From an optimization exercise on the open Yosys and OpenROAD flow, aimed at small area; shortcuts taken in it are not production practice.
The RTL was checked by simulation tests, not by an equivalence proof against the original design.
No activity file was given, so power comes from the tool's default toggle rates.

==> module execUnit, before the edit <==
module execUnit (
	input  logic        clk,
	input  logic        rstN,
	input  logic        issue,
	input  logic [1:0]  aluOp,
	input  logic [4:0]  funcCode,
	input  logic [2:0]  rs,
	input  logic [2:0]  rt,
	input  logic [2:0]  rd,
	input  logic [31:0] imm,
	output logic [31:0] result,
	output logic        resultValid,
	output logic        zero
);
	logic [31:0] regs [8];
	logic        zflag;
	wire isR   = (aluOp == 2'b01);
	wire sub   = (funcCode == 5'd1) && (aluOp == 2'b01 || aluOp == 2'b10);
	wire fAnd  = (funcCode == 5'd2);
	wire fXor  = (funcCode == 5'd3);
	wire fSl   = (funcCode[4:1] == 4'd2);
	wire fSr   = (funcCode[4:1] == 4'd3);
	wire fSra  = (funcCode[4:1] == 4'd4);
	wire varSh = (funcCode == 5'd5 || funcCode == 5'd7 || funcCode == 5'd9);
	wire kAnd = rstN && isR && fAnd;
	wire kXor = rstN && isR && fXor;
	wire kSl  = rstN && isR && fSl;
	wire kSr  = rstN && isR && (fSr || fSra);
	wire kSum = rstN && !(isR && (fAnd || fXor || fSl || fSr || fSra));
	wire [7:0] sA = 8'd1 << rs;
	wire [7:0] sB = isR ? (8'd1 << rt) : 8'd0;
	wire       sI = !isR;
	logic [31:0] A, B;
	for (genvar i = 0; i < 32; i++) begin : gRead
		assign A[i] = !(!((regs[0][i] & sA[0]) | (regs[1][i] & sA[1]) | (regs[2][i] & sA[2])) &
			         !((regs[3][i] & sA[3]) | (regs[4][i] & sA[4]) | (regs[5][i] & sA[5])) &
			         !((regs[6][i] & sA[6]) | (regs[7][i] & sA[7])));
		assign B[i] = !(!((regs[0][i] & sB[0]) | (regs[1][i] & sB[1]) | (regs[2][i] & sB[2])) &
			         !((regs[3][i] & sB[3]) | (regs[4][i] & sB[4]) | (regs[5][i] & sB[5])) &
			         !((regs[6][i] & sB[6]) | (regs[7][i] & sB[7]) | (imm[i] & sI)));
	end
	wire [4:0] sh = varSh ? B[4:0] : imm[4:0];
	wire [31:0] Bx = B ^ {32{sub}};
	wire [31:0] p  = A ^ Bx;
	wire [31:0] g  = A & Bx;
	wire [32:0] c;
	bkCarry bkCarry_i (.p(p), .g(g), .cin(sub), .c(c));
	wire [31:0] sum = p ^ c[31:0];
	logic [31:0] X, R;
	for (genvar i = 0; i < 32; i++) begin : gRev
		assign X[i] = fSl ? A[31-i] : A[i];
	end
	wire fill = fSra & A[31];
	wire [63:0] srx = {{32{fill}}, X} >> sh;
	assign R = srx[31:0];
	logic [31:0] Y;
	for (genvar i = 0; i < 32; i++) begin : gRes
		assign Y[i] = (kSum & sum[i]) | (kAnd & g[i]) | (kXor & p[i]) |
			       (kSr & R[i]) | (kSl & R[31-i]);
	end
	always_ff @(posedge clk) begin
		for (int i = 0; i < 8; i++)
			if (!rstN || (issue && rd == 3'(i)))
				regs[i] <= Y;
		if (!rstN || issue)
			result <= Y;
		zflag       <= rstN && (issue || zflag);
		resultValid <= rstN && issue;
	end
	assign zero = zflag && (result == 32'd0);
endmodule
export LEC_CHECK = 0
export CAP_MARGIN = 20
export CORE_MARGIN = 2
export CORE_UTILIZATION = 40
export SLEW_MARGIN = 20
create_clock -name core_clock -period 8.0 [get_ports {clk}]
standard.sh (not shown) runs the stock make flow with config.mk's settings and CLKGATE_MAP_FILE= SYNTH_SCRIPT=/design/flow/synth_recipe.tcl, a recipe that flattens the netlist after the stock synthesis.
==> flow/flow/run.sh <==
#!/bin/bash
# Layout flow: the standard flow, with synthesis re-run so that ABC maps
# the combinational logic with an area-oriented script (flow/area.abc), and
# with the make variables listed one per line in flow/make_args.
# Registers come from the same Yosys steps, so names and cell types match the
# standard synthesis; this is checked below.
set -euo pipefail
D=$PWD
ARGS=()
[[ -f $D/flow/make_args ]] && mapfile -t ARGS < <(grep -v '^\s*$' $D/flow/make_args)

cp $D/flow/area.abc $D/area.abc
cat > $D/area_synth.tcl <<EOT
proc synth {args} { yosys synth -nofsm -noshare {*}\$args }
proc abc {args} {
  set i [lsearch -exact \$args -script]
  if {\$i >= 0} { lset args [expr {\$i+1}] $D/area.abc }
  yosys abc {*}\$args
}
source \$::env(SCRIPTS_DIR)/synth.tcl
# left out here: clear keep_hierarchy, flatten, clean up
yosys rename -hide {w:*\$func\$*}
write_verilog -noattr -nohex -nodec \$::env(RESULTS_DIR)/1_2_yosys.v
EOT

# Reference: the standard synthesis, in a folder of its own
bash standard.sh WORK_HOME=$D/std synth > $D/std_synth.log 2>&1

# Synthesis with the area-oriented mapping
bash standard.sh SYNTH_SCRIPT=$D/area_synth.tcl "${ARGS[@]}" synth > $D/synth.log 2>&1

regs() { grep -oE 'sky130_fd_sc_hd__(e?dfxtp|dfrtp|dfstp|sdf[a-z]*|edf[a-z]*)_[0-9]+ +[^ ]+' "$1" | sed -E 's/_[0-9]+ +/ /' | sort; }
regs $D/std/results/sky130hd/execUnit/base/1_2_yosys.v > $D/regs_std.txt
regs $D/orfs/results/sky130hd/execUnit/base/1_2_yosys.v > $D/regs_area.txt
if ! cmp -s $D/regs_std.txt $D/regs_area.txt; then
  echo "register mismatch against the standard synthesis" >&2
  diff $D/regs_std.txt $D/regs_area.txt | head >&2
  exit 1
fi

# Rest of the layout
bash standard.sh SYNTH_SCRIPT=$D/area_synth.tcl "${ARGS[@]}" > $D/layout.log 2>&1
==> flow/flow/area.abc <==
strash
 &get -n
 &dch
 &nf -R 1000
 &put
==> flow/flow/make_args <==
ADDER_MAP_FILE=
SYNTH_OPERATIONS_ARGS=-booth
BUFFER_PORTS_ARGS=-buffer_cell sky130_fd_sc_hd__buf_1
CTS_ARGS=-sink_clustering_enable -repair_clock_nets -dont_use_dummy_load -buf_list sky130_fd_sc_hd__clkbuf_8 -sink_clustering_size 16 -sink_clustering_max_diameter 80
The first run passed the timing, design-rule and antenna checks.
Change:
--- a/flow/design.v
+++ b/flow/design.v
@@ -215,6 +215,8 @@
 	wire kSl  = rstN && isR && fSl;
 	wire kSr  = rstN && isR && (fSr || fSra);
 	wire kSum = rstN && !(isR && (fAnd || fXor || fSl || fSr || fSra));
+	wire kPx  = kSum || kXor;
+	wire cEn  = !(isR && fXor);
 	wire [7:0] sA = 8'd1 << rs;
 	wire [7:0] sB = isR ? (8'd1 << rt) : 8'd0;
 	wire       sI = !isR;
@@ -230,7 +232,7 @@
 	wire [4:0] sh = varSh ? B[4:0] : imm[4:0];
 	wire [31:0] Bx = B ^ {32{sub}};
 	wire [31:0] p  = A ^ Bx;
-	wire [31:0] g  = A & Bx;
+	wire [31:0] g  = A & Bx & {32{cEn}};
 	wire [32:0] c;
 	bkCarry bkCarry_i (.p(p), .g(g), .cin(sub), .c(c));
 	wire [31:0] sum = p ^ c[31:0];
@@ -243,7 +245,7 @@
 	assign R = srx[31:0];
 	logic [31:0] Y;
 	for (genvar i = 0; i < 32; i++) begin : gRes
-		assign Y[i] = (kSum & sum[i]) | (kAnd & g[i]) | (kXor & p[i]) |
+		assign Y[i] = (kPx & sum[i]) | (kAnd & A[i] & !p[i]) |
 			       (kSr & R[i]) | (kSl & R[31-i]);
 	end
 	always_ff @(posedge clk) begin
Total power shrinks by 6.6%. Final cell count increases by 1.1%. Design area shrinks by 1.1%. Sequential power drops by about 5%. Clock-buffer cell count stays the same. Global-route usage hardly moves. Die area stays flat.

separate check: timing with driven ports:
The flow's constraints put no driver on any port. The routed layouts listed below were extracted and timed again, unchanged, in two steps.
Step 1, drivers: a clkbuf_16 drives clk and a buf_2 each remaining input, both assumed.
Step 2 times the ports against the registers' clock, not the clock port: input delays grow and output delays shrink by t, the midpoint of the rising clock arrivals with the driver on.
Slacks: ideal / step 1 / step 2; pairs: ideal / step 1.
run	t, ns	slack for setup (ns)	clock arrival spread, ns
the first run	0.618	0.547 / 0.570 / -0.048	0.042 / 0.042
the second run	0.625	1.457 / 1.486 / 0.861	0.056 / 0.056
Met with ideal ports but missed after step 2: setup timing in the first run. The setup slack of the second run, which loses most, moves by +0.029 ns with the drivers and by -0.596 ns with both steps.
